Background: an optimization exercise with open tools, aiming at small area, a short achievable clock period and few clock cycles per item. Do not read the settings as production practice.
The RTL was checked by simulation tests, not by an equivalence proof against the original design.
Power and IR drop assume default switching activity.

$ cat design/flow/run.sh
#!/bin/bash
# synth_recipe.tcl (not shown) runs the flow's synth.tcl, then flattens the netlist and writes it again
# the make line also repeats each setting of config.mk as NAME=value (left out here)
make -C /OpenROAD-flow-scripts/flow DESIGN_CONFIG=/design/flow/config.mk WORK_HOME=/design/flow/orfs CLKGATE_MAP_FILE= SYNTH_SCRIPT=/design/flow/synth_recipe.tcl finish
$ cat design/flow/config.mk
export PLATFORM = sky130hd
export DESIGN_NAME = lattice_fermion_hop_sign
export DESIGN_NICKNAME = lattice_fermion_hop_sign
export VERILOG_FILES = /design/flow/design.v
export SDC_FILE = /design/flow/constraint.sdc
export NUM_CORES = 4
export LEC_CHECK = 0
export CAP_MARGIN = 20
export CORE_MARGIN = 2
export CORE_UTILIZATION = 60
export SETUP_SLACK_MARGIN = 2.5
export SLEW_MARGIN = 20
$ cat design/flow/constraint.sdc
create_clock -name core_clock -period 5.0 [get_ports {clk}]
set_input_delay 1.0000 -clock core_clock [delete_from_list [all_inputs] [get_ports {clk}]]
set_output_delay 1.0000 -clock core_clock [all_outputs]
set_load 0.01 [all_outputs]
$ cat design/flow/design.v
package lfhs_pkg;
    localparam int MODE_W = 2;
    localparam int IDX_W  = 6;
    localparam int CFG_W  = 7;
    localparam int CNT_W  = 7;
    localparam int OCC_W  = 2;
    localparam int ERR_W  = 2;
    localparam int ADDR_SPAN = 64;
    typedef enum logic [MODE_W-1:0] {
        MODE_HOP_UP      = 2'd0,
        MODE_HOP_DOWN    = 2'd1,
        MODE_CREATE_UP   = 2'd2,
        MODE_CREATE_DOWN = 2'd3
    } mode_t;
    typedef enum logic [ERR_W-1:0] {
        ERR_NONE     = 2'd0,
        ERR_PARTICLE = 2'd1,
        ERR_LIMIT    = 2'd2
    } err_t;
    localparam logic CFG_UP_LIMIT   = 1'b0;
    localparam logic CFG_DOWN_LIMIT = 1'b1;
    typedef enum logic [2:0] {
        ST_IDLE,
        ST_LOOKUP,
        ST_SCAN,
        ST_UPDATE,
        ST_DONE
    } state_t;
    typedef struct packed {
        logic [MODE_W-1:0] mode;
        logic [IDX_W-1:0]  particle;
        logic [IDX_W-1:0]  site;
    } in_item_t;
    typedef struct packed {
        logic              step_parity;
        logic              sign_negative;
        logic [OCC_W-1:0]  dest_occupancy;
        logic [ERR_W-1:0]  error;
    } out_item_t;
    typedef struct packed {
        logic             start;
        logic [CNT_W-1:0] lo;
        logic [CNT_W-1:0] hi;
    } scan_cmd_t;
    typedef struct packed {
        logic done;
        logic parity;
    } scan_res_t;
endpackage
module lfhs_ram #(
    parameter int WIDTH = 6,
    parameter int ROWS  = 8,
    parameter int COLS  = 16
) (
    input  logic                             clk,
    input  logic [ROWS-1:0]                  wr_row,
    input  logic [COLS-1:0]                  wr_col,
    input  logic [WIDTH-1:0]                 wr_data,
    input  logic [ROWS-1:0]                  rd_row,
    input  logic [COLS-1:0]                  rd_col,
    output logic [WIDTH-1:0]                 rd_data
);
    logic [WIDTH-1:0] mem_reg [ROWS*COLS];
    logic [WIDTH-1:0] row_data [ROWS];
    always_ff @(posedge clk)
    begin
        for (int r = 0; r < ROWS; r++)
        begin
            for (int c = 0; c < COLS; c++)
            begin
                if (wr_row[r] && wr_col[c])
                begin
                    mem_reg[r*COLS+c] <= wr_data;
                end
            end
        end
    end
    always_comb
    begin
        for (int r = 0; r < ROWS; r++)
        begin
            row_data[r] = '0;
            for (int c = 0; c < COLS; c++)
            begin
                row_data[r] = row_data[r] | (mem_reg[r*COLS+c] & {WIDTH{rd_col[c]}});
            end
        end
        rd_data = '0;
        for (int r = 0; r < ROWS; r++)
        begin
            rd_data = rd_data | (row_data[r] & {WIDTH{rd_row[r]}});
        end
    end
endmodule
module lfhs_scan #(
    parameter int SITE_CNT = 64
) (
    input  logic [SITE_CNT-1:0] mask,
    input  logic [SITE_CNT-1:0] map_a,
    input  logic [SITE_CNT-1:0] map_b,
    output logic                par_a,
    output logic                par_b
);
    assign par_a = ^(map_a & mask);
    assign par_b = ^(map_b & mask);
endmodule
module lattice_fermion_hop_sign #(
    parameter int SITES         = 64,
    parameter int MAX_PARTICLES = 64
) (
    input  logic             clk,
    input  logic             rst_n,
    input  logic             in_valid,
    output logic             in_stall,
    input  lfhs_pkg::in_item_t  in_data,
    output logic             out_valid,
    input  logic             out_stall,
    output lfhs_pkg::out_item_t out_data,
    input  logic             cfg_write,
    input  logic             cfg_index,
    input  logic [lfhs_pkg::CFG_W-1:0] cfg_data
);
    localparam int NS  = 64;
    localparam int SW  = 6;
    localparam int CW  = lfhs_pkg::CNT_W;
    localparam int QD  = 5;
    localparam int PMX = 6;
    logic                 in_accept;
    logic                 r1_v;
    lfhs_pkg::in_item_t   r1_d;
    logic [7:0]           r1_row;
    logic [15:0]          r1_col;
    logic                 r2_v;
    logic                 r2_sp;
    logic                 r2_hop;
    logic [SW-1:0]        r2_p;
    logic [SW-1:0]        r2_s;
    logic [SW-1:0]        r2_o;
    logic                 r2_fm;
    logic [SW-1:0]        r2_fv;
    logic                 r2_m;
    logic                 r2_occ_up;
    logic                 r2_occ_dn;
    logic                 r3_v;
    logic                 r3_chg;
    logic                 r3_sp;
    logic                 r3_hop;
    logic [SW-1:0]        r3_s;
    logic [SW-1:0]        r3_o;
    logic [NS-1:0]        r3_mask;
    logic                 r3_corr;
    logic                 r3_occ_up;
    logic                 r3_occ_dn;
    logic                 r3_err_part;
    logic                 r3_err_lim;
    logic [SW:0]          r3_waddr;
    logic                 r4_v;
    logic                 r4_chg;
    logic                 r4_sp;
    logic                 r4_hop;
    logic                 r4_corr;
    logic                 r4_par_up;
    logic                 r4_par_dn;
    logic                 r4_occ_up;
    logic                 r4_occ_dn;
    logic                 r4_err_part;
    logic                 r4_err_lim;
    logic [7:0]           r4_wrow;
    logic [15:0]          r4_wcol;
    logic [SW-1:0]        r4_s;
    logic [NS-1:0]        occ_up_reg;
    logic [NS-1:0]        occ_dn_reg;
    logic [CW-1:0]        created_up_reg;
    logic [CW-1:0]        created_dn_reg;
    logic [lfhs_pkg::CFG_W-1:0] lim_up_reg;
    logic [lfhs_pkg::CFG_W-1:0] lim_dn_reg;
    logic                 sign_reg;
    logic [5:0]           head_reg;
    logic                 head_v;
    logic [5:0]           q_mem [QD];
    logic [2:0]           q_wr;
    logic [2:0]           q_rd;
    logic [2:0]           q_cnt;
    logic [2:0]           pend;
    logic [2:0]           pend_next;
    logic                 stall_reg;
    logic                 out_take;
    logic                 head_free;
    logic                 q_some;
    logic                 q_push;
    logic                 q_pop;
    logic                 b1_sp;
    logic                 b1_hop;
    logic [SW-1:0]        b1_p;
    logic [SW-1:0]        b1_s;
    logic [SW-1:0]        b1_o_raw;
    logic                 b1_fwd_c;
    logic                 b1_fwd_d;
    logic                 b1_up_raw;
    logic                 b1_dn_raw;
    logic                 b1_c_set;
    logic                 b1_c_clr;
    logic                 b2_fwd;
    logic [SW-1:0]        b2_o;
    logic [NS-1:0]        b2_th_o;
    logic [NS-1:0]        b2_th_s;
    logic                 b2_c_set;
    logic                 b2_c_clr;
    logic                 b2_occ_up;
    logic                 b2_occ_dn;
    logic [CW-1:0]        b2_created;
    logic [lfhs_pkg::CFG_W-1:0] b2_lim;
    logic                 b2_inc;
    logic                 b2_err_part;
    logic                 b2_err_lim;
    logic                 b2_busy;
    logic [CW-1:0]        b2_created_eff;
    logic [SW:0]          b2_waddr;
    logic                 c_change;
    logic                 c_par_up;
    logic                 c_par_dn;
    logic [NS-1:0]        c_set;
    logic [NS-1:0]        c_clr;
    logic                 d_flip;
    logic                 d_sign;
    logic [5:0]           d_res;
    assign in_accept = in_valid && !stall_reg;
    always_ff @(posedge clk or negedge rst_n)
    begin
        if (!rst_n)
        begin
            r1_v <= 1'b0;
            r2_v <= 1'b0;
            r3_v <= 1'b0;
            r4_v <= 1'b0;
            r3_chg <= 1'b0;
            r4_chg <= 1'b0;
        end
        else
        begin
            r1_v <= in_accept;
            r2_v <= r1_v;
            r3_v <= r2_v;
            r4_v <= r3_v;
            r3_chg <= r2_v && !b2_busy && !b2_err_part && !b2_err_lim;
            r4_chg <= r3_chg;
        end
    end
    always_ff @(posedge clk)
    begin
        r1_d <= in_data;
        for (int i = 0; i < 8; i++)
        begin
            r1_row[i] <= ({in_data.mode[0], in_data.particle[5:4]} == 3'(i));
        end
        for (int i = 0; i < 16; i++)
        begin
            r1_col[i] <= (in_data.particle[3:0] == 4'(i));
        end
    end
    assign b1_sp  = r1_d.mode[0];
    assign b1_hop = !r1_d.mode[1];
    assign b1_p   = r1_d.particle;
    assign b1_s   = r1_d.site;
    lfhs_ram #(
        .WIDTH (SW),
        .ROWS  (8),
        .COLS  (16)
    ) u_site_list (
        .clk     (clk),
        .wr_row  (r4_wrow),
        .wr_col  (r4_wcol),
        .wr_data (r4_s),
        .rd_row  (r1_row),
        .rd_col  (r1_col),
        .rd_data (b1_o_raw)
    );
    assign b1_fwd_c = r3_chg && (r3_waddr == {b1_sp, b1_p});
    assign b1_fwd_d = (|(r4_wrow & r1_row)) && (|(r4_wcol & r1_col));
    assign b1_up_raw = occ_up_reg[b1_s];
    assign b1_dn_raw = occ_dn_reg[b1_s];
    assign b1_c_set  = (r3_s == b1_s);
    assign b1_c_clr  = r3_hop && (r3_o == b1_s);
    always_ff @(posedge clk)
    begin
        r2_sp  <= b1_sp;
        r2_hop <= b1_hop;
        r2_p   <= b1_p;
        r2_s   <= b1_s;
        r2_o   <= b1_o_raw;
        r2_fm  <= b1_fwd_c || b1_fwd_d;
        r2_fv  <= b1_fwd_c ? r3_s : r4_s;
        r2_occ_up <= (c_change && !r3_sp) ? (b1_c_set || (b1_up_raw && !b1_c_clr)) : b1_up_raw;
        r2_occ_dn <= (c_change && r3_sp) ? (b1_c_set || (b1_dn_raw && !b1_c_clr)) : b1_dn_raw;
        r2_m   <= (b2_waddr == {b1_sp, b1_p});
    end
    assign b2_fwd = c_change && r2_m;
    assign b2_o   = b2_fwd ? r3_s : (r2_fm ? r2_fv : r2_o);
    always_comb
    begin
        for (int i = 0; i < NS; i++)
        begin
            b2_th_o[i] = (i < int'(b2_o));
            b2_th_s[i] = (i < int'(r2_s));
        end
    end
    assign b2_c_set  = (r3_s == r2_s);
    assign b2_c_clr  = r3_hop && (r3_o == r2_s);
    assign b2_occ_up = (c_change && !r3_sp) ? (b2_c_set || (r2_occ_up && !b2_c_clr)) : r2_occ_up;
    assign b2_occ_dn = (c_change && r3_sp) ? (b2_c_set || (r2_occ_dn && !b2_c_clr)) : r2_occ_dn;
    assign b2_created = r2_sp ? created_dn_reg : created_up_reg;
    assign b2_lim     = r2_sp ? lim_dn_reg : lim_up_reg;
    assign b2_inc     = c_change && !r3_hop && (r3_sp == r2_sp);
    assign b2_err_part = r2_hop && (b2_inc ? ({1'b0, r2_p} > b2_created)
                                          : ({1'b0, r2_p} >= b2_created));
    assign b2_err_lim  = !r2_hop && (b2_inc ? (({1'b0, b2_created} + 8'd1 >= {1'b0, b2_lim}) ||
                                               (b2_created >= CW'(63)))
                                            : ((b2_created >= b2_lim) || b2_created[6]));
    assign b2_busy = r2_sp ? b2_occ_dn : b2_occ_up;
    assign b2_created_eff = b2_created + {{(CW-1){1'b0}}, b2_inc};
    assign b2_waddr       = {r2_sp, r2_hop ? r2_p : b2_created_eff[SW-1:0]};
    always_ff @(posedge clk)
    begin
        r3_waddr    <= b2_waddr;
        r3_sp       <= r2_sp;
        r3_hop      <= r2_hop;
        r3_s        <= r2_s;
        r3_o        <= b2_o;
        r3_mask     <= r2_hop ? (b2_th_o ^ b2_th_s) : b2_th_s;
        r3_corr     <= r2_hop && (b2_o < r2_s);
        r3_occ_up   <= b2_occ_up;
        r3_occ_dn   <= b2_occ_dn;
        r3_err_part <= b2_err_part;
        r3_err_lim  <= b2_err_lim;
    end
    assign c_change  = r3_chg;
    always_comb
    begin
        for (int i = 0; i < NS; i++)
        begin
            c_set[i] = c_change && (r3_s == SW'(i));
            c_clr[i] = c_change && r3_hop && (r3_o == SW'(i));
        end
    end
    lfhs_scan #(
        .SITE_CNT (NS)
    ) u_parity (
        .mask  (r3_mask),
        .map_a (occ_up_reg),
        .map_b (occ_dn_reg),
        .par_a (c_par_up),
        .par_b (c_par_dn)
    );
    always_ff @(posedge clk)
    begin
        r4_sp       <= r3_sp;
        r4_hop      <= r3_hop;
        r4_corr     <= r3_corr;
        r4_par_up   <= c_par_up;
        r4_par_dn   <= c_par_dn;
        r4_occ_up   <= r3_occ_up;
        r4_occ_dn   <= r3_occ_dn;
        r4_err_part <= r3_err_part;
        r4_err_lim  <= r3_err_lim;
        for (int i = 0; i < 8; i++)
        begin
            r4_wrow[i] <= r3_chg && (r3_waddr[6:4] == 3'(i));
        end
        for (int i = 0; i < 16; i++)
        begin
            r4_wcol[i] <= (r3_waddr[3:0] == 4'(i));
        end
        r4_s        <= r3_s;
    end
    assign d_flip = r4_chg && (((!r4_sp || !r4_hop) && r4_par_up) ^ (r4_sp && r4_par_dn) ^ r4_corr);
    assign d_sign = sign_reg ^ d_flip;
    assign d_res  = {d_flip, d_sign,
                     r4_occ_dn || (r4_chg && r4_sp),
                     r4_occ_up || (r4_chg && !r4_sp),
                     r4_err_lim, r4_err_part};
    always_ff @(posedge clk or negedge rst_n)
    begin
        if (!rst_n)
        begin
            occ_up_reg     <= '0;
            occ_dn_reg     <= '0;
            created_up_reg <= '0;
            created_dn_reg <= '0;
            lim_up_reg     <= '0;
            lim_dn_reg     <= '0;
            sign_reg       <= 1'b0;
        end
        else
        begin
            sign_reg <= d_sign;
            if (r3_sp)
            begin
                occ_dn_reg <= (occ_dn_reg & ~c_clr) | c_set;
            end
            else
            begin
                occ_up_reg <= (occ_up_reg & ~c_clr) | c_set;
            end
            if (c_change && !r3_hop && r3_sp)
            begin
                created_dn_reg <= created_dn_reg + CW'(1);
            end
            if (c_change && !r3_hop && !r3_sp)
            begin
                created_up_reg <= created_up_reg + CW'(1);
            end
            if (cfg_write && (cfg_index == lfhs_pkg::CFG_UP_LIMIT))
            begin
                lim_up_reg <= cfg_data;
            end
            if (cfg_write && (cfg_index == lfhs_pkg::CFG_DOWN_LIMIT))
            begin
                lim_dn_reg <= cfg_data;
            end
        end
    end
    assign out_take  = head_v && !out_stall;
    assign head_free = !head_v || !out_stall;
    assign q_some    = (q_cnt != 3'd0);
    assign q_pop     = head_free && q_some;
    assign q_push    = r4_v && (!head_free || q_some);
    always_ff @(posedge clk)
    begin
        if (q_push)
        begin
            q_mem[q_wr] <= d_res;
        end
        if (head_free)
        begin
            head_reg <= q_some ? q_mem[q_rd] : d_res;
        end
    end
    assign pend_next = pend + {2'b00, in_accept} - {2'b00, out_take};
    always_ff @(posedge clk or negedge rst_n)
    begin
        if (!rst_n)
        begin
            head_v    <= 1'b0;
            q_wr      <= '0;
            q_rd      <= '0;
            q_cnt     <= '0;
            pend      <= '0;
            stall_reg <= 1'b0;
        end
        else
        begin
            if (head_free)
            begin
                head_v <= q_some || r4_v;
            end
            if (q_push)
            begin
                q_wr <= (q_wr == 3'(QD - 1)) ? 3'd0 : q_wr + 3'd1;
            end
            if (q_pop)
            begin
                q_rd <= (q_rd == 3'(QD - 1)) ? 3'd0 : q_rd + 3'd1;
            end
            q_cnt     <= q_cnt + {2'b00, q_push} - {2'b00, q_pop};
            pend      <= pend_next;
            stall_reg <= (pend_next >= 3'(PMX));
        end
    end
    assign in_stall  = stall_reg;
    assign out_valid = head_v;
    assign out_data  = head_reg;
endmodule
==> flow_summary_export.csv, run 1 <==
group,metric,value,unit
routing,firstDrtPassIters,6,
layout,syn2layout_area_growth,12.5,%
placed_design,io_buffer_count,34,
synthesis,synth_cell_type_count,51,
flow_run,drv_cap,0,
critical_path,ff2ff_setup_slack,2.31,ns
layout,final_common_cell,"edfxtp_1",
worst_hold_path,hold_end,"r4_occ_up",
synthesis,async_flop_share,15.1,%
layout,largest_reg_flops,768,
grt,grt_first_pass_wirelength,202000,um
critical_path,worstPathArrival,3.28,ns
grt,track_usage,35.7,%
clocking,cts_hold_buf,0,
layout,nets,3360,
placed_design,placed_area,48000,sq um
clocking,h-tree-depth,3,
synthesis,ys_warn_count,4,
timing,rsz0062_at_grt,"yes",
layout,finalInstanceArea,52400,sq um
timing,relSlewSlack,29.9,%
timing,tns,0,ns
timing,skew,0.0573,ns
synthesis,netlist_instances,3243,
power,cellPowerDensity,441,nW/um^2
critical_path,endpoint_kind,"flop",
routing,detail_route.vias_per_cell,6.81,
die,die_y,283,um
routing,finalWirelength,142000,um
timing,finalSetupViolCount,0,
layout,fin_util,67.9,%
routing,ant_nets,0,
routing,wire_per_inst,32.1,um
clocking,cts_buffers,114,
clocking,cts.root.buffer_cell,"clkbuf_16",
timing,period_share,53.7,%
critical_path,r2r_end,"r3_chg",
timing,max_freq,372,MHz
grt,grt_pass1_vias,29000,
die,die-area,79900,sq um
clocking,cts_tree,"built",
timing,tightest_slew,1.05,ns
die,die-width,283,um
placed_design,detailed_place_hpwl,93300,um
die,io_pins,35,
timing,drv_slew,0,
critical_path,crit_fanout,12,
power,ir_worst_vdd,0.000435,V
routing,vias,30200,
clocking,clkSinkCount,1176,
critical_path,cp.required,5.59,ns
layout,layout_common_cells,"edfxtp_1, o21ai_0, nand2_1",
critical_path,critPathKind,"flop to flop",
routing,drc,0,
timing,hold_viol_final,0,
die,start_util,60.3,%
synthesis,synth_flop_cell,"edfxtp_1",
placed_design,gp_congestion,1.00,
worst_hold_path,hold_start,"r3_occ_up",
worst_hold_path,hold_depth,0,
critical_path,reg2regPathDepth,9,
status,status,"timing/DRC/antenna clean",
die,core_area,77200,sq um
grt,grt-ovfl-total,0,
critical_path,crit_path_start_kind,"flop",
die,fp-row-count,102,
synthesis,syn_nets,3310,
power,p_leak,0.0179,uW
clocking,cts.clk_slew.worst_paths,0.07,ns
critical_path,r2r-start,"r2_sp",
grt,antenna_found_initial,6,
worst_hold_path,min_path_type,"flop to flop",
synthesis,synth_edf_count,804,
clocking,cts_buffer_depth,3,
synthesis,synth-seq-area-share,69.7,%
synthesis,syn-cell-area,46600,sq um
layout,layout-drive-gt1-share,11.6,%
synthesis,yosys_register_bits,1176,
clocking,clk_latency,0.70,ns
routing,drt-initial-drc-count,4060,
timing,finalCriticalPeriod,2.69,ns
synthesis,avgSynthCellArea,14.4,sq um
grt,grt_max_degree,91,
-- kinds of logic after synthesis --
group / synth area share [%]
XOR/XNOR: 4.72
multiplexers: 3.49
AND/OR/NAND/NOR: 6.80
buffers and inverters: 1.67
adder cells (fa/ha/maj): 1.11
flip-flops: 69.7
AO/OA/AOI/OAI: 12.5
-- stage by stage --
| stage | setup slack (ns) | power, uW | hold slack, ns | cells |
|---|---|---|---|---|
| final | 2.31 | 23100 | 0.330 | 4437 |
| after global routing | 2.20 | 23800 | 0.334 | 4431 |
| after CTS | 2.33 | 23000 | 0.335 | 4420 |
| after detailed placement | 1.58 | 14600 | 0.322 | 4187 |
| after global placement | 1.62 | 14500 | 0.313 | 4187 |
| after floorplan | 2.44 | 13400 | 0.310 | 3243 |
-- worst max-delay path by stage --
stage	start	end	slack (ns)
2_1_floorplan	out_stall	q_cnt[2]	2.44
3_3_place_gp	out_stall	q_cnt[2]	1.62
3_5_place_dp	out_stall	q_cnt[2]	1.58
4_1_cts	r2_sp	r3_chg	2.33
5_1_grt	r2_sp	r3_chg	2.20
6_report	r2_sp	r3_chg	2.31
-- report_power, final --
part / internal (uW) / switching [uW] / total [uW] / leakage [uW]
Combinational: 1150 / 1550 / 2700 / 0.00481
Sequential: 11000 / 924 / 11900 / 0.0112
Clock: 4790 / 3690 / 8480 / 0.00184
Total: 16900 / 6170 / 23100 / 0.0179
-- routing by layer --
metal,vias up,track usage [%],routed length [um]
met5,-,0,21
met4,4,10.3,4190
met3,260,12.8,20100
met2,2040,49.7,59900
met1,15300,53.1,58100
li1,12600,-,-
-- synth_stat cells, types with 37 or more instances --
cell type  number  share of area [%]
a221oi_1      193                3.6
edfxtp_1      804                 52
o21ai_0       332                3.6
nand3_1        37               0.40
nand2_1       228                1.8
and2_1        132                1.8
ha_1           38                1.0
xnor2_1       179                3.4
nor2_1         85               0.68
clkbuf_1      136                1.1
dfxtp_1       195                8.4
a21oi_1        44               0.47
xor2_1         72                1.4
mux4_2         48                2.3
nand4_1        69               0.93
a22o_1        194                3.6
dfrtp_1       177                9.5
-- cell type report --
| type | instances | area, sq um |
|---|---|---|
| antenna | 7 | 17.5 |
| tap | 1040 | 1300 |
| sequential | 1176 | 32600 |
| clock inverter | 65 | 588 |
| timing repair buffer | 97 | 958 |
| fill | 5388 | 24800 |
| clock buffer | 148 | 3160 |
| multi-input combinational | 1867 | 13700 |
| inverter | 37 | 146 |
-- repair_timing --
item | CTS | global route
endpoints found under the setup margin | 137 | 56
resized for setup | 56 | 29
endpoints found under the hold margin | 0 | 0
pin swaps | 6 | 11
setup buffers | 20 | 9
gates cloned | 0 | 1
-- critical path, cell delays in order (launching register included) --
cell and delay [ns]:
dfxtp_4 0.42, buf_8 0.15, buf_6 0.19, mux2_4 0.37, xnor2_1 0.22, ha_1 0.31, a2111oi_4 0.31, o211ai_1 0.15
o311a_1 0.19, nor4b_2 0.26
Testbench counts, summed over its fixed seeds: cycles 9,640, items 9,600.
==> run 2: changes to the inputs <==
--- a/design/flow/config.mk
+++ b/design/flow/config.mk
@@ -8,5 +8,7 @@
 export CAP_MARGIN = 20
 export CORE_MARGIN = 2
 export CORE_UTILIZATION = 60
+export CTS_CLUSTER_DIAMETER = 60
+export CTS_CLUSTER_SIZE = 25
 export SETUP_SLACK_MARGIN = 2.5
 export SLEW_MARGIN = 20
==> run 2 against run 1 <==
  * Non-clock buffer count is 7 higher
  * Synthesized cell count is the same
  * Clock skew fell by 0.019 ns
  * Routed wire length shrank 0.61%
  * Clock power down 15%
  * Total power decreased by 5.4%
  * Highest routed layer unchanged
==> flow_summary_export.csv, run 2 <==
group,metric,value,unit
layout,layout-drive-gt1-share,11.1,%
critical_path,crit_top_cell,"nand4_1",
critical_path,endpoint_kind,"flop",
critical_path,r2r-start,"r1_col[6]",
routing,wire_per_inst,32.4,um
power,p_total,21800,uW
synthesis,ys_top_cells_by_count,"edfxtp_1, o21ai_0, nand2_1, dfxtp_1, a22o_1",
critical_path,critPathLaunch,"r1_col[6]",
grt,antenna_found_initial,6,
layout,fin_util,66.8,%
clocking,clk_latency,0.67,ns
layout,final_common_cell,"edfxtp_1",
grt,grt_pass1_vias,28600,
timing,relSlewSlack,28.5,%
synthesis,synthTopCellsByArea,"edfxtp_1, dfrtp_1, dfxtp_1",
synthesis,syn-cell-area,46600,sq um
synthesis,synth.most_common_cell,"edfxtp_1",
clocking,cts_hold_buf,0,
critical_path,cp.required,5.48,ns
critical_path,crit_fanout,26,
critical_path,critPathKind,"flop to flop",
placed_design,detailed_place_hpwl,93300,um
synthesis,netlist_instances,3243,
synthesis,synth-seq-area-share,69.7,%
critical_path,worstPathArrival,3.10,ns
die,start_util,60.3,%
timing,rsz0062_at_grt,"yes",
timing,finalWorstSetupSlack,2.38,ns
routing,vias,30100,
power,cellPowerDensity,424,nW/um^2
routing,ant_nets,0,
timing,tns,0,ns
critical_path,crit_path_start_kind,"flop",
timing,period_share,52.4,%
routing,firstDrtPassIters,6,
critical_path,path_cells,"buf_4 -> a22o_1 -> a221oi_1 -> nand4_1 -> a22oi_1 -> nand4_1",
critical_path,critPathMaxStageDelay,0.57,ns
placed_design,gp_congestion,1.00,
routing,drc,0,
clocking,cts_buffers,76,
critical_path,crit_family,"compound AO/OA/AOI/OAI gates",
clocking,cts_tree,"built",
flow_run,drv_cap,0,
layout,syn2layout_area_growth,10.7,%
synthesis,async_flop_share,15.1,%
timing,skew,0.0384,ns
synthesis,yosys_register_bits,1176,
routing,detail_route.vias_per_cell,6.89,
synthesis,synth_flop_cell,"edfxtp_1",
status,status,"timing/DRC/antenna clean",
layout,layout_common_cells,"edfxtp_1, o21ai_0, nand2_1",
worst_hold_path,min_path_type,"flop to flop",
placed_design,dp_slack,1.58,ns
critical_path,critPathBufInv,1,
die,die-width,283,um
clocking,cts.clk_slew.worst_paths,0.09,ns
clocking,h-tree-depth,3,
power,ir_worst_vdd,0.000397,V
timing,finalCriticalPeriod,2.62,ns
timing,tightest_slew,1.07,ns
synthesis,synth_edf_count,804,
grt,grt-ovfl-total,0,
clocking,clkSinkCount,1176,
layout,nets,3330,
routing,drt-initial-drc-count,4289,
timing,finalSetupViolCount,0,
die,io_pins,35,
critical_path,slowest_stage,"dfxtp_2",
synthesis,synth_cell_type_count,51,
routing,finalWirelength,142000,um
die,die_y,283,um
synthesis,yosysTopAreaCellShare,51.8,%
synthesis,avgSynthCellArea,14.4,sq um
synthesis,syn_nets,3310,
power,p_leak,0.0174,uW
clocking,cts_buffer_depth,3,
synthesis,ys_warn_count,4,
grt,grt_max_degree,91,
timing,drv_slew,0,
worst_hold_path,hold_start,"r3_occ_up",
placed_design,io_buffer_count,34,
timing,hold_slack,0.329,ns
synthesis,synth_top_area_cell,"edfxtp_1",
grt,grt_first_pass_wirelength,203000,um
timing,hold_viol_final,0,
die,fp-row-count,102,
clocking,cts.root.buffer_cell,"clkbuf_16",
layout,largest_reg_flops,768,
timing,max_freq,381,MHz
die,core_area,77200,sq um
grt,track_usage,35.7,%
die,die-area,79900,sq um
## run 2: cell counts after synthesis
No cell type changed its count.
## run 2: worst register-to-register path, cell delays in order (launching register included)
cell and delay, ns:
dfxtp_2 0.57, buf_4 0.41, a22o_1 0.28, a221oi_1 0.29, nand4_1 0.34, a22oi_1 0.36, nand4_1 0.21
## run 2: per-layer routing
metal,track usage (%),up-vias,wire (um)
met3,9.87,195,18700
met1,55.1,15400,59000
met2,50.2,2007,60600
met5,0,-,13
met4,8.53,2,3220
li1,-,12500,-
## run 2: cell type report
type / instances / area [sq um]
repair buffers: 104 / 1020
fillers: 5476 / 25700
flip-flops and latches: 1176 / 32600
clock buffers: 85 / 2010
multi-input cells: 1868 / 13700
clock inverters: 55 / 827
inverters: 37 / 146
diodes: 5 / 12.5
well taps: 1040 / 1300
## run 2: worst paths after layout
kind / cells after the start / slack, ns / endpoint
setup / recovery: 6 / 2.38 / r2_o[0]
hold / removal: 0 / 0.33 / r4_occ_up
setup reg to reg: 6 / 2.38 / r2_o[0]
hold reg to reg: 0 / 0.33 / r4_occ_up
max in group asynchronous: 2 / 3.62 / occ_up_reg[62]
min in group asynchronous: 1 / 0.38 / q_cnt[2]
## run 2: repair_timing
item | CTS | global route
endpoints found under the setup margin | 136 | 60
buffers inserted | 14 | 22
cloned | 1 | 1
pin swaps | 8 | 10
gates resized for setup | 63 | 29
endpoints found under the hold margin | 0 | 0
## run 2: cell families (layout without fill, tap and decap cells)
kind of cell	Yosys count	in the layout	share of synthesized area (%)
DFF	1176	1176	69.7
AOI/OAI and AO/OA	838	839	12.5
and+or+nand+nor	639	639	6.80
xor gates and xnor gates	251	251	4.72
buffers and inverters	200	281	1.67
muxes	99	99	3.49
adders and majority gates	40	40	1.11
other	0	5	0
## run 2: power breakdown
| group | internal [uW] | total, uW | switching [uW] | leakage (uW) |
|---|---|---|---|---|
| registers | 11000 | 11900 | 928 | 0.0112 |
| logic | 1190 | 2770 | 1570 | 0.00484 |
| clock network | 3510 | 7190 | 3680 | 0.00135 |
| total | 15700 | 21800 | 6180 | 0.0174 |
## run 2: stage by stage
step | cell area [sq um] | instances
after floorplan | 46700 | 3243
after global placement | 48000 | 4187
after detailed placement | 48000 | 4187
after CTS | 51200 | 4342
after global routing | 51500 | 4365
final | 51600 | 4370
==> run 3: changes to the inputs <==
--- a/design/flow/design.v
+++ b/design/flow/design.v
@@ -209,7 +209,14 @@
     logic                 b2_occ_up;
     logic                 b2_occ_dn;
     logic [CW-1:0]        b2_created;
-    logic [lfhs_pkg::CFG_W-1:0] b2_lim;
+    logic                 b2_full_up;
+    logic                 b2_full_dn;
+    logic                 b2_near_up;
+    logic                 b2_near_dn;
+    logic                 b2_ge_up;
+    logic                 b2_ge_dn;
+    logic                 b2_gt_up;
+    logic                 b2_gt_dn;
     logic                 b2_inc;
     logic                 b2_err_part;
     logic                 b2_err_lim;
@@ -309,13 +316,19 @@
     assign b2_occ_up = (c_change && !r3_sp) ? (b2_c_set || (r2_occ_up && !b2_c_clr)) : r2_occ_up;
     assign b2_occ_dn = (c_change && r3_sp) ? (b2_c_set || (r2_occ_dn && !b2_c_clr)) : r2_occ_dn;
     assign b2_created = r2_sp ? created_dn_reg : created_up_reg;
-    assign b2_lim     = r2_sp ? lim_dn_reg : lim_up_reg;
     assign b2_inc     = c_change && !r3_hop && (r3_sp == r2_sp);
-    assign b2_err_part = r2_hop && (b2_inc ? ({1'b0, r2_p} > b2_created)
-                                          : ({1'b0, r2_p} >= b2_created));
-    assign b2_err_lim  = !r2_hop && (b2_inc ? (({1'b0, b2_created} + 8'd1 >= {1'b0, b2_lim}) ||
-                                               (b2_created >= CW'(63)))
-                                            : ((b2_created >= b2_lim) || b2_created[6]));
+    assign b2_full_up = (created_up_reg >= lim_up_reg) || created_up_reg[6];
+    assign b2_full_dn = (created_dn_reg >= lim_dn_reg) || created_dn_reg[6];
+    assign b2_near_up = ({1'b0, created_up_reg} + 8'd1 >= {1'b0, lim_up_reg}) || (created_up_reg >= CW'(63));
+    assign b2_near_dn = ({1'b0, created_dn_reg} + 8'd1 >= {1'b0, lim_dn_reg}) || (created_dn_reg >= CW'(63));
+    assign b2_ge_up   = ({1'b0, r2_p} >= created_up_reg);
+    assign b2_ge_dn   = ({1'b0, r2_p} >= created_dn_reg);
+    assign b2_gt_up   = ({1'b0, r2_p} > created_up_reg);
+    assign b2_gt_dn   = ({1'b0, r2_p} > created_dn_reg);
+    assign b2_err_part = r2_hop && (r2_sp ? (b2_inc ? b2_gt_dn : b2_ge_dn)
+                                          : (b2_inc ? b2_gt_up : b2_ge_up));
+    assign b2_err_lim  = !r2_hop && (r2_sp ? (b2_inc ? b2_near_dn : b2_full_dn)
+                                           : (b2_inc ? b2_near_up : b2_full_up));
     assign b2_busy = r2_sp ? b2_occ_dn : b2_occ_up;
     assign b2_created_eff = b2_created + {{(CW-1){1'b0}}, b2_inc};
     assign b2_waddr       = {r2_sp, r2_hop ? r2_p : b2_created_eff[SW-1:0]};
--- a/design/flow/config.mk
+++ b/design/flow/config.mk
@@ -8,7 +8,5 @@
 export CAP_MARGIN = 20
 export CORE_MARGIN = 2
 export CORE_UTILIZATION = 60
-export CTS_CLUSTER_DIAMETER = 60
-export CTS_CLUSTER_SIZE = 25
 export SETUP_SLACK_MARGIN = 2.5
 export SLEW_MARGIN = 20
==> run 3 against run 2 <==
  * Still clean on timing, DRC and antenna
  * First-iteration DRC count up 10%
  * Sequential power is essentially flat
  * Via count rose by 3.2%
  * Flip-flop and latch count did not move
  * Critical path depth rose by 3
  * Clock power grew 24%
  * Critical endpoint is now r3_chg
  * Largest cell class unchanged
  * Highest routed layer unchanged
==> flow_summary_export.csv, run 3 <==
group,metric,value,unit
critical_path,crit_fanout,4,
timing,finalSetupViolCount,0,
synthesis,netlist_instances,3329,
routing,drt-initial-drc-count,4737,
timing,period_share,52.2,%
clocking,cts_buffer_depth,3,
synthesis,synthTopCellsByArea,"edfxtp_1, dfrtp_1, dfxtp_1",
die,die-area,80700,sq um
layout,layout_common_cells,"edfxtp_1, o21ai_0, nand2_1",
synthesis,synth_cell_type_count,54,
placed_design,gp_congestion,0.982,
synthesis,async_flop_share,15.1,%
grt,grt_max_degree,126,
die,core_area,77600,sq um
power,internal_power,17400,uW
clocking,clk_latency,0.72,ns
critical_path,endpoint_kind,"flop",
worst_hold_path,min_path_type,"flop to flop",
timing,finalWorstSetupSlack,2.39,ns
timing,relSlewSlack,20.7,%
layout,syn2layout_area_growth,12.3,%
power,p_sw,6350,uW
critical_path,crit_path_start_kind,"flop",
critical_path,critPathMaxStageDelay,0.45,ns
critical_path,worstPathArrival,3.21,ns
grt,grt_pass1_vias,29700,
power,seqPwrFrac,50.3,%
synthesis,yosys_register_bits,1176,
clocking,cts_tree,"built",
layout,layout-drive-gt1-share,10.9,%
grt,antenna_found_initial,9,
synthesis,avgSynthCellArea,14.1,sq um
synthesis,synth_top_area_cell,"edfxtp_1",
synthesis,ys_warn_count,4,
power,p_leak,0.0181,uW
grt,track_usage,35.2,%
clocking,cts.clk_slew.worst_paths,0.06,ns
synthesis,syn_nets,3415,
clocking,cts_buffers,115,
synthesis,synth_edf_count,804,
power,cellPowerDensity,449,nW/um^2
grt,grt-ovfl-total,0,
timing,finalCriticalPeriod,2.61,ns
critical_path,critPathKind,"flop to flop",
die,fp-row-count,102,
placed_design,dp_slack,1.73,ns
routing,drc,0,
grt,grt_first_pass_wirelength,206000,um
status,status,"timing/DRC/antenna clean",
power,pwr-share-clk,37.5,%
power,p_total,23700,uW
power,p_sw_share,26.8,%
layout,largest_reg_flops,768,
timing,rsz0062_at_grt,"yes",
power,ir_worst_vdd,0.000349,V
timing,tightest_slew,1.19,ns
routing,ant_nets,0,
routing,detail_route.vias_per_cell,6.86,
synthesis,synth.most_common_cell,"edfxtp_1",
synthesis,syn-cell-area,47100,sq um
timing,drv_slew,0,
clocking,cts.root.buffer_cell,"clkbuf_16",
clocking,h-tree-depth,3,
layout,nets,3466,
timing,hold_viol_final,0,
synthesis,synth_flop_cell,"edfxtp_1",
die,die-width,284,um
die,die_y,284,um
synthesis,yosysTopAreaCellShare,51.3,%
critical_path,path_cells,"ha_4 -> ha_1 -> a21boi_0 -> o21a_1 -> o211ai_1 -> a21oi_1 -> or4_1 -> a32o_2 -> nor4b_4",
layout,fill_cells,5433,
critical_path,ff2ff_setup_slack,2.39,ns
routing,vias,31100,
synthesis,synth-seq-area-share,69.0,%
critical_path,cp.required,5.60,ns
timing,max_freq,383,MHz
routing,finalWirelength,143000,um
clocking,clkSinkCount,1176,
routing,firstDrtPassIters,6,
layout,final_common_cell,"edfxtp_1",
die,io_pins,35,
timing,skew,0.0713,ns
synthesis,ys_top_cells_by_count,"edfxtp_1, o21ai_0, nand2_1, dfxtp_1, a22o_1",
power,pwr-share-comb,12.3,%
placed_design,detailed_place_hpwl,93100,um
critical_path,slowest_stage,"dfrtp_2",
die,start_util,60.7,%
routing,wire_per_inst,31.5,um
timing,tns,0,ns
placed_design,io_buffer_count,34,
flow_run,drv_cap,0,
==> run 3: changes by cell type in the layout (fill, tap and decap cells not counted), moves of 7 or more <==
cell,delta
clkinv_2,+18
clkbuf_16,+40
o21ai_0,+23
inv_12,-7
clkinv_1,+26
clkinv_8,-10
ha_1,+20
inv_1,+19
nor2_1,+11
a21oi_1,-9
clkbuf_1,+18
xnor2_1,+8
==> run 3: final cells by class <==
cell class                      count  area (sq um)  share of cell area, %
Antenna cell                        5          12.5                 0.0236
Tap cell                         1040          1300                   2.46
Timing Repair Buffer              101           967                   1.83
Inverter                           56           214                  0.404
Sequential cell                  1176         32600                   61.5
Multi-Input combinational cell   1930         13900                   26.3
Clock inverter                     72           808                   1.53
Clock buffer                      148          3150                   5.96
==> run 3: worst paths after layout <==
check                                       start           endpoint  cells after the start
worst max-delay path            created_up_reg[0]             r3_chg                      9
worst min-delay path                      r3_corr            r4_corr                      0
worst max register to register  created_up_reg[0]             r3_chg                      9
worst min register to register            r3_corr            r4_corr                      0
max in group asynchronous                   rst_n  created_up_reg[0]                      2
min in group asynchronous                   rst_n            q_rd[1]                      1
==> run 3: per-stage QoR <==
stage / hold WS (ns) / instances / util, % / cell area, sq um
floorplan: 0.310 / 3329 / - / 47100
global placement: 0.318 / 4270 / 62.4 / 48400
detailed placement: 0.312 / 4271 / 62.4 / 48400
CTS: 0.323 / 4516 / 67.9 / 52700
global route: 0.332 / 4523 / 68.2 / 52900
finish: 0.320 / 4528 / 68.2 / 52900
==> run 3: cell families (layout without fill, tap and decap cells) <==
kind of cell | count (synthesis) | after routing | synth area share (%)
buffers and inverters | 223 | 377 | 1.84
multiplexers | 83 | 83 | 3.09
adder cells (fa/ha/maj) | 59 | 59 | 1.60
XOR/XNOR | 258 | 258 | 4.80
other | 0 | 5 | 0
flip-flops | 1176 | 1176 | 69.0
AND/OR/NAND/NOR | 668 | 668 | 7.04
AO/OA/AOI/OAI | 862 | 862 | 12.7
==> run 3: timing repair <==
item	in CTS	in global routing
gates resized for setup	40	27
setup endpoints to repair	126	54
endpoints found under the hold margin	0	0
buffers inserted	25	6
hold buffers	0	0
pin swaps	5	7
gates cloned	0	0
==> run 3: critical path, delay by kind of cell (launching register included) <==
kind | cells | cell delay (ns)
compound gates | 5 | 0.89
fa+ha+maj | 2 | 0.53
flops | 1 | 0.45
simple gates | 2 | 0.65
==> run 3: per-layer routing <==
metal,part of all wire (%),global-route usage (%),vias to the layer above
li1,-,-,12900
met1,41,52.6,15700
met5,0.051,0,-
met3,14,10.9,284
met2,43,50.4,2158
met4,2.7,8.89,4
==> run 3: power by group through the flow <==
stage | Sequential [uW] | Clock, uW | Combinational [uW]
5_1_grt | 11900 | 9340 | 3160
2_1_floorplan | 11500 | 0 | 1980
3_5_place_dp | 12100 | 0 | 2670
3_3_place_gp | 12100 | 0 | 2600
6_report | 11900 | 8890 | 2910
4_1_cts | 11800 | 8960 | 2830
Testbench counts of run 3, summed over its fixed seeds: cycles 9,640, items 9,600.
==> run 4: changes to the inputs <==
--- a/design/flow/config.mk
+++ b/design/flow/config.mk
@@ -8,5 +8,7 @@
 export CAP_MARGIN = 20
 export CORE_MARGIN = 2
 export CORE_UTILIZATION = 60
+export CTS_CLUSTER_DIAMETER = 60
+export CTS_CLUSTER_SIZE = 25
 export SETUP_SLACK_MARGIN = 2.5
 export SLEW_MARGIN = 20
==> run 4 against run 3 <==
  * Still clean
  * Total power down 8.5%
  * Clock skew down 0.039 ns
  * Die area stayed put
  * Sequential share of layout area rose by 1.5 points
  * Routed wire length shrank 0.86%
  * Cell count fell by 1.9%
  * Fmax is 1.4% higher
  * Worst setup slack improved by 0.036 ns
  * Largest cell class unchanged
  * Largest power group unchanged
==> flow_summary_export.csv, run 4 <==
group,metric,value,unit
status,status,"timing/DRC/antenna clean",
timing,tns,0,ns
die,io_pins,35,
critical_path,slowest_stage,"dfrtp_2",
timing,rsz0062_at_grt,"yes",
clocking,cts.clk_slew.worst_paths,0.09,ns
routing,firstDrtPassIters,6,
power,cellPowerDensity,420,nW/um^2
synthesis,synth_top_area_cell,"edfxtp_1",
synthesis,async_flop_share,15.1,%
layout,fin_util,66.6,%
critical_path,crit_fanout,4,
routing,ant_nets,0,
placed_design,io_buffer_count,34,
synthesis,yosys_register_bits,1176,
timing,max_freq,389,MHz
layout,layout-drive-gt1-share,9.89,%
grt,track_usage,34.8,%
worst_hold_path,min_path_type,"flop to flop",
clocking,clkSinkCount,1176,
layout,multiInputGateArea,13900,sq um
grt,grt_max_degree,126,
synthesis,yosysTopAreaCellShare,51.3,%
die,fp-row-count,102,
critical_path,critPathMaxStageDelay,0.45,ns
grt,grt_pass1_vias,29100,
critical_path,endpoint_kind,"flop",
critical_path,critPathKind,"flop to flop",
layout,fill_cells,5552,
die,core_area,77600,sq um
clocking,clk_latency,0.66,ns
die,start_util,60.7,%
synthesis,synth_flop_cell,"edfxtp_1",
power,p_leak,0.0175,uW
synthesis,synth_edf_count,804,
routing,finalWirelength,141000,um
synthesis,ys_top_cells_by_count,"edfxtp_1, o21ai_0, nand2_1, dfxtp_1, a22o_1",
layout,syn2layout_area_growth,9.76,%
timing,hold_viol_final,0,
synthesis,ys_warn_count,4,
clocking,h-tree-depth,3,
synthesis,avgSynthCellArea,14.1,sq um
timing,tightest_slew,1.15,ns
layout,stdcell_count,4441,
synthesis,netlist_instances,3329,
timing,finalCriticalPeriod,2.57,ns
flow_run,drv_cap,0,
layout,nets,3423,
synthesis,syn_nets,3415,
synthesis,synth.most_common_cell,"edfxtp_1",
placed_design,dp_slack,1.73,ns
layout,final_common_cell,"edfxtp_1",
routing,drc,0,
synthesis,synth-seq-area-share,69.0,%
routing,drt-initial-drc-count,4587,
die,die_y,284,um
placed_design,place_inst,4271,
power,ir_worst_vdd,0.000455,V
synthesis,syn-cell-area,47100,sq um
timing,finalSetupViolCount,0,
critical_path,crit_path_start_kind,"flop",
timing,finalWorstSetupSlack,2.43,ns
clocking,cts.root.buffer_cell,"clkbuf_16",
routing,vias,30500,
placed_design,gp_congestion,0.982,
power,p_total,21700,uW
die,die-width,284,um
timing,relSlewSlack,22.9,%
timing,drv_slew,0,
placed_design,detailed_place_hpwl,93100,um
clocking,cts_tree,"built",
synthesis,synth_cell_type_count,54,
critical_path,worstPathArrival,3.12,ns
routing,wire_per_inst,31.8,um
die,die-area,80700,sq um
critical_path,path_cells,"ha_4 -> ha_1 -> a21boi_0 -> o21a_1 -> o211ai_1 -> a21oi_1 -> or4_1 -> a32o_2 -> nor4b_2",
grt,grt-ovfl-total,0,
synthesis,synthTopCellsByArea,"edfxtp_1, dfrtp_1, dfxtp_1",
timing,skew,0.0320,ns
routing,detail_route.vias_per_cell,6.88,
clocking,cts_buffers,76,
layout,layout_common_cells,"edfxtp_1, o21ai_0, nand2_1",
grt,antenna_found_initial,6,
critical_path,cp.required,5.55,ns
timing,period_share,51.4,%
layout,ff_latch_area,32600,sq um
clocking,cts_buffer_depth,3,
layout,largest_reg_flops,768,
grt,grt_first_pass_wirelength,204000,um
==> run 4: power breakdown <==
group / total, uW / switching, uW / internal (uW)
logic: 2890 / 1630 / 1260
registers: 11900 / 923 / 11000
clock network: 6920 / 3670 / 3250
total: 21700 / 6230 / 15500
==> run 4: worst max-delay path: cells and delay by family (launching register included) <==
| kind | cells | cell delay (ns) |
|---|---|---|
| AOI/OAI and AO/OA | 5 | 0.86 |
| and+or+nand+nor | 2 | 0.65 |
| adders and majority gates | 2 | 0.51 |
| DFF | 1 | 0.45 |
==> run 4: cell type report <==
cell class	instances	share of cell area [%]
repair buffers	97	1.87
well taps	1040	2.52
flip-flops and latches	1176	63.0
clock inverters	55	1.48
multi-input cells	1930	26.9
clock buffers	83	3.79
diodes	4	0.0194
inverters	56	0.419
==> run 4: through the flow <==
step	hold slack [ns]	area, sq um
floorplan	0.310	47100
global placement	0.318	48400
detailed placement	0.312	48400
CTS	0.343	51500
global route	0.348	51700
finish	0.341	51700
==> run 4: repair_timing <==
item / 4_1_cts / 5_1_grt
endpoints found under the setup margin: 115 / 60
resized for setup: 37 / 31
endpoints found under the hold margin: 0 / 0
buffers inserted: 22 / 4
pin swaps: 4 / 11
hold buffers: 0 / 0
cloned: 0 / 1
==> run 4: cells by family after synthesis <==
logic type	after synthesis	synth area share, %
buffers and inverters	223	1.84
AOI/OAI and AO/OA	862	12.7
muxes	83	3.09
DFF	1176	69.0
and+or+nand+nor	668	7.04
xor gates and xnor gates	258	4.80
adders and majority gates	59	1.60
==> run 4: worst paths after layout <==
check                             startpoint                 to  slack, ns  cells after the start
hold reg to reg                      r3_corr            r4_corr       0.34                      0
max in group asynchronous              rst_n  created_up_reg[0]       3.54                      2
setup / recovery           created_up_reg[1]             r3_chg       2.43                      9
hold / removal                       r3_corr            r4_corr       0.34                      0
min in group asynchronous              rst_n            q_rd[1]       0.46                      1
setup reg to reg           created_up_reg[1]             r3_chg       2.43                      9
==> run 4: per-layer routing <==
layer	GRT usage (%)	routed length, um
met1	52.9	58000
met2	50.2	61400
met3	9.25	18400
met4	8.75	3600
met5	0.774	104
==> run 5: changes to the inputs <==
--- a/design/flow/config.mk
+++ b/design/flow/config.mk
@@ -12,3 +12,4 @@
 export CTS_CLUSTER_SIZE = 25
 export SETUP_SLACK_MARGIN = 2.5
 export SLEW_MARGIN = 20
+export TNS_END_PERCENT = 5
==> run 5 against run 4 <==
  * Die area unchanged
  * Synthesized cell count is the same
  * Via count hardly changed
  * Non-clock buffer count down 8
  * Clock skew up 0.0012 ns
  * Sequential power about the same
  * Highest routed layer unchanged
==> flow_summary_export.csv, run 5 <==
group,metric,value,unit
timing,skew,0.0332,ns
grt,antenna_found_initial,5,
routing,drt-initial-drc-count,4756,
layout,largest_reg_flops,768,
critical_path,ff2ff_setup_slack,2.43,ns
timing,relSlewSlack,20.3,%
layout,layout_common_cells,"edfxtp_1, o21ai_0, nand2_1",
clocking,h-tree-depth,3,
timing,max_freq,384,MHz
synthesis,ys_warn_count,4,
grt,track_usage,34.8,%
critical_path,slowest_stage,"clkdlybuf4s50_1",
timing,drv_slew,0,
routing,wire_per_inst,31.9,um
die,die_y,284,um
synthesis,yosys_register_bits,1176,
critical_path,r2r-start,"created_up_reg[1]",
critical_path,reg2regPathDepth,9,
layout,layout-drive-gt1-share,9.41,%
placed_design,detailed_place_hpwl,93100,um
clocking,cts_buffers,76,
synthesis,ys_top_cells_by_count,"edfxtp_1, o21ai_0, nand2_1, dfxtp_1, a22o_1",
critical_path,crit_fanout,3,
routing,finalWirelength,142000,um
grt,grt_first_pass_wirelength,204000,um
timing,finalSetupViolCount,0,
critical_path,crit_path_start_kind,"flop",
critical_path,worstPathArrival,1.61,ns
layout,syn2layout_area_growth,9.47,%
routing,firstDrtPassIters,6,
status,status,"timing/DRC/antenna clean",
timing,period_share,52.1,%
die,start_util,60.7,%
critical_path,endpoint_kind,"output port",
critical_path,critPathMaxStageDelay,0.56,ns
clocking,clkSinkCount,1176,
placed_design,io_buffer_count,34,
timing,tightest_slew,1.19,ns
synthesis,avgSynthCellArea,14.1,sq um
synthesis,synth_top_area_cell,"edfxtp_1",
critical_path,critPathKind,"flop to output port",
synthesis,synth_edf_count,804,
clocking,cts_buffer_depth,3,
clocking,cts.root.buffer_cell,"clkbuf_16",
routing,drc,0,
timing,hold_viol_final,0,
synthesis,syn-cell-area,47100,sq um
critical_path,r2r_end,"r3_chg",
power,p_leak,0.0174,uW
critical_path,critPathBufInv,1,
grt,grt_pass1_vias,29100,
routing,vias,30500,
clocking,cts_tree,"built",
clocking,clk_latency,0.66,ns
synthesis,netlist_instances,3329,
flow_run,drv_cap,0,
critical_path,cp.required,4.00,ns
synthesis,synth_flop_cell,"edfxtp_1",
die,die-area,80700,sq um
synthesis,async_flop_share,15.1,%
critical_path,cp-endpoint,"out_valid",
timing,tns,0,ns
timing,rsz0062_at_grt,"yes",
critical_path,path_cells,"clkdlybuf4s50_1",
synthesis,synth-seq-area-share,69.0,%
die,die-width,284,um
layout,fin_util,66.4,%
synthesis,synthTopCellsByArea,"edfxtp_1, dfrtp_1, dfxtp_1",
routing,detail_route.vias_per_cell,6.89,
die,core_area,77600,sq um
critical_path,crit_family,"buffers and inverters",
grt,grt_max_degree,126,
synthesis,syn_nets,3415,
power,ir_worst_vdd,0.000455,V
timing,hold_slack,0.335,ns
synthesis,yosysTopAreaCellShare,51.3,%
layout,final_common_cell,"edfxtp_1",
critical_path,crit_cells,1,
timing,finalCriticalPeriod,2.61,ns
die,fp-row-count,102,
clocking,cts.clk_slew.worst_paths,0.09,ns
die,io_pins,35,
grt,grt-ovfl-total,0,
worst_hold_path,min_path_type,"flop to flop",
critical_path,critPathLaunch,"head_v",
routing,ant_nets,0,
layout,nets,3416,
synthesis,synth_cell_type_count,54,
power,cellPowerDensity,421,nW/um^2
synthesis,synth.most_common_cell,"edfxtp_1",
placed_design,gp_congestion,0.982,
==> run 5: layer usage <==
| metal | up-vias | part of all wire, % | GRT usage (%) | wire (um) |
|---|---|---|---|---|
| met5 | - | 0.12 | 0.774 | 167 |
| met4 | 6 | 2.6 | 8.86 | 3700 |
| met3 | 229 | 13 | 9.47 | 18000 |
| met2 | 2034 | 43 | 50.0 | 61100 |
| met1 | 15500 | 41 | 52.9 | 58500 |
| li1 | 12700 | - | - | - |
==> run 5: final cells by class <==
cell class / count / area (sq um)
repair buffers: 89 / 881
repair inverters: 1 / 5.00
diodes: 2 / 5.00
fillers: 5555 / 26000
flip-flops and latches: 1176 / 32600
well taps: 1040 / 1300
multi-input cells: 1930 / 13900
clock buffers: 83 / 1960
clock inverters: 55 / 763
inverters: 56 / 214
==> run 5: worst min-delay path by stage <==
stage               slack [ns]  cells past startpoint      start   endpoint
floorplan                 0.31                      0    r3_corr    r4_corr
global placement          0.32                      0    r3_corr    r4_corr
detailed placement        0.31                      0    r3_corr    r4_corr
CTS                       0.34                      0  r3_occ_up  r4_occ_up
global route              0.35                      0  r3_occ_dn  r4_occ_dn
finish                    0.34                      0    r3_corr    r4_corr
==> run 5: stage by stage <==
step	total power [uW]	cells	setup WS, ns	instance area [sq um]
2_1_floorplan	13500	3329	2.44	47100
3_3_place_gp	14700	4270	1.69	48400
3_5_place_dp	14700	4271	1.73	48400
4_1_cts	21600	4424	2.31	51400
5_1_grt	22400	4430	2.28	51500
6_report	21700	4432	2.39	51600
==> run 5: power by group <==
part / switching [uW] / total [uW] / internal (uW)
Combinational: 1630 / 2890 / 1260
Clock: 3680 / 6930 / 3250
Sequential: 926 / 11900 / 11000
Total: 6230 / 21700 / 15500
==> run 5: cell families after synthesis <==
group	count (synthesis)	share of synthesized area (%)
adder cells (fa/ha/maj)	59	1.60
XOR/XNOR	258	4.80
AND/OR/NAND/NOR	668	7.04
buffers and inverters	223	1.84
AO/OA/AOI/OAI	862	12.7
flip-flops	1176	69.0
multiplexers	83	3.09
==> run 5: repair_timing <==
action / CTS / global route
hold buffers: 0 / 0
gates resized for setup: 18 / 25
pin swaps: 3 / 4
gates cloned: 0 / 1
buffers inserted: 15 / 4
endpoints found under the setup margin: 115 / 122
==> run 6: changes to the inputs <==
--- a/design/flow/config.mk
+++ b/design/flow/config.mk
@@ -10,6 +10,6 @@
 export CORE_UTILIZATION = 60
 export CTS_CLUSTER_DIAMETER = 60
 export CTS_CLUSTER_SIZE = 25
-export SETUP_SLACK_MARGIN = 2.5
+export SETUP_SLACK_MARGIN = 2.7
 export SLEW_MARGIN = 20
 export TNS_END_PERCENT = 5
==> run 6 against run 5 <==
  * Register-to-register slack worse by 0.08 ns
  * Sequential power barely moved
  * Clock power is 5.3% lower
  * Highest routed layer is now met4
==> flow_summary_export.csv, run 6 <==
group,metric,value,unit
timing,hold_viol_final,0,
status,status,"timing/DRC/antenna clean",
synthesis,async_flop_share,15.1,%
worst_hold_path,min_path_type,"flop to flop",
synthesis,ys_warn_count,4,
synthesis,synth-seq-area-share,69.0,%
power,p_sw_share,28.4,%
synthesis,synth-compound-area-share,12.7,%
timing,max_freq,376,MHz
critical_path,critPathMaxStageDelay,0.58,ns
synthesis,yosysTopAreaCellShare,51.3,%
layout,syn2layout_area_growth,9.27,%
routing,drc,0,
layout,final_common_cell,"edfxtp_1",
grt,grt_max_degree,92,
synthesis,synth_cell_type_count,54,
worst_hold_path,hold_depth,0,
timing,rsz0062_at_grt,"yes",
synthesis,avgSynthCellArea,14.1,sq um
synthesis,synth_top_area_cell,"edfxtp_1",
flow_run,drv_cap,0,
layout,stdcell_count,4437,
clocking,cts.clk_slew.worst_paths,0.09,ns
power,cellPowerDensity,417,nW/um^2
timing,drv_slew,0,
grt,grt_pass1_vias,29100,
critical_path,endpoint_kind,"output port",
timing,tns,0,ns
timing,skew,0.0354,ns
clocking,clkSinkCount,1176,
synthesis,yosys_register_bits,1176,
grt,grt-ovfl-total,0,
timing,relSlewSlack,24.8,%
power,ir_worst_vdd,0.000391,V
synthesis,synth_flop_cell,"edfxtp_1",
placed_design,gp_congestion,1.02,
timing,finalSetupViolCount,0,
critical_path,crit_path_start_kind,"flop",
synthesis,netlist_instances,3329,
timing,period_share,53.2,%
die,die-area,80700,sq um
critical_path,slowest_stage,"clkdlybuf4s50_1",
clocking,h-tree-depth,3,
layout,largest_reg_flops,768,
power,p_sw,6110,uW
critical_path,crit_fanout,3,
grt,grt_first_pass_wirelength,202000,um
layout,nets,3425,
placed_design,io_buffer_count,34,
critical_path,worstPathArrival,1.66,ns
critical_path,critPathKind,"flop to output port",
power,internal_power,15400,uW
critical_path,reg2regPathDepth,6,
routing,ant_nets,0,
die,die-width,284,um
synthesis,synth.area.mux_share,3.09,%
routing,finalWirelength,140000,um
power,seqPwrFrac,55.5,%
synthesis,synth.most_common_cell,"edfxtp_1",
synthesis,syn-cell-area,47100,sq um
grt,track_usage,34.5,%
synthesis,syn_nets,3415,
die,die_y,284,um
synthesis,synth_adder_area_share,1.60,%
die,core_area,77600,sq um
clocking,cts_buffer_depth,3,
die,io_pins,35,
routing,firstDrtPassIters,6,
routing,drt-initial-drc-count,4164,
routing,detail_route.vias_per_cell,6.86,
synthesis,synthTopCellsByArea,"edfxtp_1, dfrtp_1, dfxtp_1",
die,start_util,60.7,%
grt,antenna_found_initial,4,
timing,tightest_slew,1.12,ns
critical_path,crit_cells,1,
synthesis,synth_edf_count,804,
routing,vias,30400,
layout,layout-drive-gt1-share,9.69,%
critical_path,critPathBufInv,1,
clocking,cts.root.buffer_cell,"clkbuf_16",
layout,layout_common_cells,"edfxtp_1, o21ai_0, nand2_1",
synthesis,ys_top_cells_by_count,"edfxtp_1, o21ai_0, nand2_1, dfxtp_1, a22o_1",
synthesis,synth_top_family_by_area,"compound AO/OA/AOI/OAI gates",
clocking,cts_tree,"built",
timing,finalCriticalPeriod,2.66,ns
power,pwr-share-clk,30.6,%
power,pwr-share-comb,14.0,%
synthesis,yosys.area_share.simple,7.04,%
placed_design,place_inst,4273,
critical_path,cp.required,4.00,ns
critical_path,path_cells,"clkdlybuf4s50_1",
die,fp-row-count,102,
clocking,cts_buffers,73,
critical_path,crit_family,"buffers and inverters",
routing,wire_per_inst,31.6,um
placed_design,detailed_place_hpwl,94200,um
synthesis,synth_xor_area_share,4.80,%
power,p_leak,0.0174,uW
clocking,clk_latency,0.65,ns
-- run 6: cell counts after synthesis --
No cell type changed its count.
-- run 6: logic make-up (layout without fill, tap and decap cells) --
logic type                 after synthesis  count (layout)
DFF                                   1176            1176
AOI/OAI and AO/OA                      862             862
and+or+nand+nor                        668             668
xor gates and xnor gates               258             258
buffers and inverters                  223             288
muxes                                   83              83
adders and majority gates               59              59
other                                    0               3
-- run 6: worst paths after layout --
path / slack [ns] / end / startpoint
max in group asynchronous: 3.56 / created_dn_reg[0] / rst_n
min in group asynchronous: 0.43 / q_rd[1] / rst_n
hold reg to reg: 0.33 / r4_corr / r3_corr
setup reg to reg: 2.35 / r2_o[0] / r1_col[9]
setup / recovery: 2.34 / out_valid / head_v
hold / removal: 0.33 / r4_corr / r3_corr
-- run 6: metrics by stage --
step	instance area, sq um	setup WS (ns)	power (uW)	utilization [%]	hold WS (ns)
floorplan	47200	2.48	13500	-	0.310
detailed placement	48500	1.71	14800	62.5	0.314
finish	51500	2.34	21500	66.3	0.333
global route	51400	2.29	22200	66.3	0.337
CTS	51200	2.15	21300	66.0	0.334
global placement	48500	1.67	14700	62.5	0.319
-- run 6: per-layer routing --
metal,vias up,share of wire (%),track usage (%)
met5,-,0,0
met4,0,2.4,7.76
met3,202,13,9.25
met2,1899,43,49.5
met1,15600,42,53.1
li1,12700,-,-
-- run 6: cell type report --
cell class | count | area (sq um)
Antenna cell | 3 | 7.51
Clock buffer | 89 | 1990
Clock inverter | 41 | 520
Fill cell | 5581 | 26100
Inverter | 56 | 221
Multi-Input combinational cell | 1930 | 13900
Sequential cell | 1176 | 32500
Tap cell | 1040 | 1300
Timing Repair Buffer | 102 | 942
-- run 6: timing repair --
item                                    4_1_cts  5_1_grt
resized for setup                            16       35
hold buffers                                  0        0
pin swaps                                     2        0
endpoints found under the hold margin         0        0
endpoints found under the setup margin      164      157
buffers inserted                              8       21
gates cloned                                  1        0
-- run 6: power groups by stage --
stage               sequential (uW)  combinational [uW]  clock [uW]
floorplan                     11500                2000           0
global route                  11900                3260        6980
global placement              12100                2660           0
CTS                           11900                2800        6620
detailed placement            12100                2730           0
finish                        11900                3000        6560
==> run 7: changes to the inputs <==
--- a/design/flow/config.mk
+++ b/design/flow/config.mk
@@ -7,9 +7,9 @@
 export LEC_CHECK = 0
 export CAP_MARGIN = 20
 export CORE_MARGIN = 2
-export CORE_UTILIZATION = 60
+export CORE_UTILIZATION = 65
 export CTS_CLUSTER_DIAMETER = 60
 export CTS_CLUSTER_SIZE = 25
-export SETUP_SLACK_MARGIN = 2.7
+export SETUP_SLACK_MARGIN = 2.5
 export SLEW_MARGIN = 20
 export TNS_END_PERCENT = 5
==> run 7 against run 6 <==
  * Critical path depth up 5
  * Via count rose by 1.2%
  * Highest routed layer unchanged
  * Die area shrank 7.6%
  * Critical endpoint is now r2_o[2]
  * Routed wire length about the same
  * Design area is 0.55% lower
  * Critical path type is now flop to flop
  * Register-to-register slack worse by 0.04 ns
  * Utilization is 5.1 points higher
  * Combinational power hardly changed
  * Non-clock buffer count shrank 4
==> flow_summary_export.csv, run 7 <==
group,metric,value,unit
layout,finalInstanceArea,51200,sq um
timing,skew,0.0317,ns
synthesis,yosysTopAreaCellShare,51.3,%
routing,vias,30800,
synthesis,synth_top_area_cell,"edfxtp_1",
critical_path,endpoint_kind,"flop",
grt,grt_first_pass_wirelength,202000,um
placed_design,gp_congestion,1.00,
grt,antenna_found_initial,8,
synthesis,syn-cell-area,47100,sq um
clocking,cts.root.buffer_cell,"clkbuf_16",
critical_path,critPathKind,"flop to flop",
timing,rsz0062_at_grt,"yes",
synthesis,synthTopCellsByArea,"edfxtp_1, dfrtp_1, dfxtp_1",
timing,finalCriticalPeriod,2.69,ns
layout,layout_common_cells,"edfxtp_1, o21ai_0, nand2_1",
timing,tns,0,ns
die,die-width,273,um
power,ir_worst_vdd,0.000393,V
routing,ant_nets,0,
layout,fill_cells,4696,
timing,hold_viol_final,0,
layout,layout-drive-gt1-share,9.01,%
layout,final_common_cell,"edfxtp_1",
timing,finalSetupViolCount,0,
flow_run,drv_cap,0,
critical_path,reg2regPathDepth,6,
clocking,clk_latency,0.66,ns
power,p_leak,0.0173,uW
synthesis,netlist_instances,3329,
power,cellPowerDensity,418,nW/um^2
routing,wire_per_inst,32.2,um
die,die-area,74600,sq um
layout,largest_reg_flops,768,
placed_design,io_buffer_count,34,
synthesis,ys_warn_count,4,
timing,period_share,53.7,%
critical_path,crit_path_start_kind,"flop",
timing,tightest_slew,1.14,ns
synthesis,avgSynthCellArea,14.1,sq um
status,status,"timing/DRC/antenna clean",
synthesis,ys_top_cells_by_count,"edfxtp_1, o21ai_0, nand2_1, dfxtp_1, a22o_1",
routing,detail_route.vias_per_cell,7.08,
grt,grt_pass1_vias,29600,
clocking,cts_buffers,68,
critical_path,worstPathArrival,3.19,ns
synthesis,synth_cell_type_count,54,
synthesis,async_flop_share,15.1,%
routing,drc,0,
synthesis,synth_flop_cell,"edfxtp_1",
die,io_pins,35,
clocking,cts_buffer_depth,3,
critical_path,cp.required,5.51,ns
clocking,h-tree-depth,3,
die,core_area,71600,sq um
clocking,cts_hold_buf,0,
clocking,cts.clk_slew.worst_paths,0.10,ns
critical_path,ff2ff_setup_slack,2.31,ns
routing,finalWirelength,140000,um
routing,drt-initial-drc-count,4726,
layout,syn2layout_area_growth,8.66,%
critical_path,r2r-start,"r1_col[2]",
synthesis,synth_edf_count,804,
grt,grt_max_degree,109,
synthesis,synth-seq-area-share,69.0,%
grt,grt-ovfl-total,0,
clocking,cts_tree,"built",
grt,track_usage,37.8,%
die,die_y,273,um
die,fp-row-count,98,
timing,drv_slew,0,
die,start_util,65.8,%
clocking,clkSinkCount,1176,
critical_path,crit_fanout,32,
worst_hold_path,min_path_type,"primary input to async pin",
timing,max_freq,372,MHz
placed_design,detailed_place_hpwl,92300,um
layout,fin_util,71.5,%
critical_path,r2r_end,"r2_o[2]",
synthesis,syn_nets,3415,
synthesis,yosys_register_bits,1176,
timing,relSlewSlack,23.6,%
synthesis,synth.most_common_cell,"edfxtp_1",
layout,nets,3416,
routing,firstDrtPassIters,6,
placed_design,placed_area,48300,sq um
[run 7: worst max-delay path, cell delays in order (launching register included)]
cell      delay (ns)
dfxtp_2         0.51
buf_4           0.39
a22o_1          0.28
a221oi_1        0.40
nand4_1         0.38
a22oi_2         0.37
nand4_1         0.15
[run 7: repair_timing]
item,4_1_cts,5_1_grt
gates resized for setup,26,16
pin swaps,5,2
setup buffers,17,15
gates cloned,0,0
hold endpoints to repair,0,0
endpoints found under the setup margin,135,101
[run 7: cell type report]
type	instances	area [sq um]	share of cell area, %
diodes	16	40.0	0.0782
multi-input cells	1930	13900	27.2
repair buffers	98	881	1.72
well taps	950	1190	2.32
inverters	56	214	0.418
clock inverters	35	537	1.05
flip-flops and latches	1176	32500	63.6
clock buffers	91	1870	3.66
[run 7: power breakdown]
group	leakage, uW	total (uW)	internal (uW)	switching (uW)
registers	0.0112	11900	11000	933
logic	0.00495	2980	1290	1700
clock network	0.00116	6480	3080	3400
total	0.0173	21400	15300	6030
[run 7: cell families (layout without fill, tap and decap cells)]
logic type / count (synthesis) / count (layout) / share of synthesized area [%]
flops: 1176 / 1176 / 69.0
compound gates: 862 / 862 / 12.7
simple gates: 668 / 668 / 7.04
xor+xnor: 258 / 258 / 4.80
buf+inv: 223 / 280 / 1.84
mux: 83 / 83 / 3.09
fa+ha+maj: 59 / 59 / 1.60
other cells: 0 / 16 / 0
[run 7: stage by stage]
stage / power, uW / setup slack, ns / hold WS [ns] / instances
2_1_floorplan: 13500 / 2.44 / 0.310 / 3329
3_3_place_gp: 14700 / 1.72 / 0.321 / 4178
3_5_place_dp: 14800 / 1.71 / 0.324 / 4178
4_1_cts: 21200 / 2.33 / 0.346 / 4321
5_1_grt: 22000 / 2.30 / 0.351 / 4339
6_report: 21400 / 2.31 / 0.336 / 4352
[run 7: worst max path at each step]
stage / cells after the start / to / startpoint / slack [ns]
5_1_grt: 9 / r3_chg / created_up_reg[1] / 2.30
3_3_place_gp: 11 / q_cnt[2] / out_stall / 1.72
6_report: 6 / r2_o[2] / r1_col[2] / 2.31
3_5_place_dp: 11 / q_cnt[2] / out_stall / 1.71
4_1_cts: 10 / r2_m / r3_chg / 2.33
2_1_floorplan: 10 / q_cnt[2] / out_stall / 2.44
[run 7: metal layers]
| metal | part of all wire (%) | GRT usage (%) |
|---|---|---|
| met5 | 0 | 0 |
| met4 | 2.5 | 9.55 |
| met3 | 14 | 11.4 |
| met2 | 44 | 54.5 |
| met1 | 40 | 56.7 |

-- what the ideal ports hide --
In the flow no input, the clock included, has a driving cell. The finished layouts below were timed again as built, in two steps.
Step 1 sets driving cells, clkbuf_16 on the clock port and buf_2 on the other inputs (assumed; they add their load-dependent delay and slew).
Step 2 also shifts input and output timing later by t, the mid clock arrival at the registers, as if the neighbouring blocks saw the same clock.
a / b / c = ideal ports / drivers / drivers and shift; a / b = the first two.
run | t, ns | slack for setup (ns)
run 1 | 0.748 | 2.315 / 2.315 / 2.195
run 2 | 0.718 | 2.378 / 2.378 / 2.206
run 3 | 0.759 | 2.392 / 2.392 / 1.795
run 4 | 0.714 | 2.428 / 2.428 / 2.232
run 5 | 0.714 | 2.394 / 2.324 / 1.813
run 6 | 0.702 | 2.339 / 2.266 / 2.051
run 7 | 0.710 | 2.313 / 2.313 / 1.818
After both steps setup and hold are still met in every run listed.
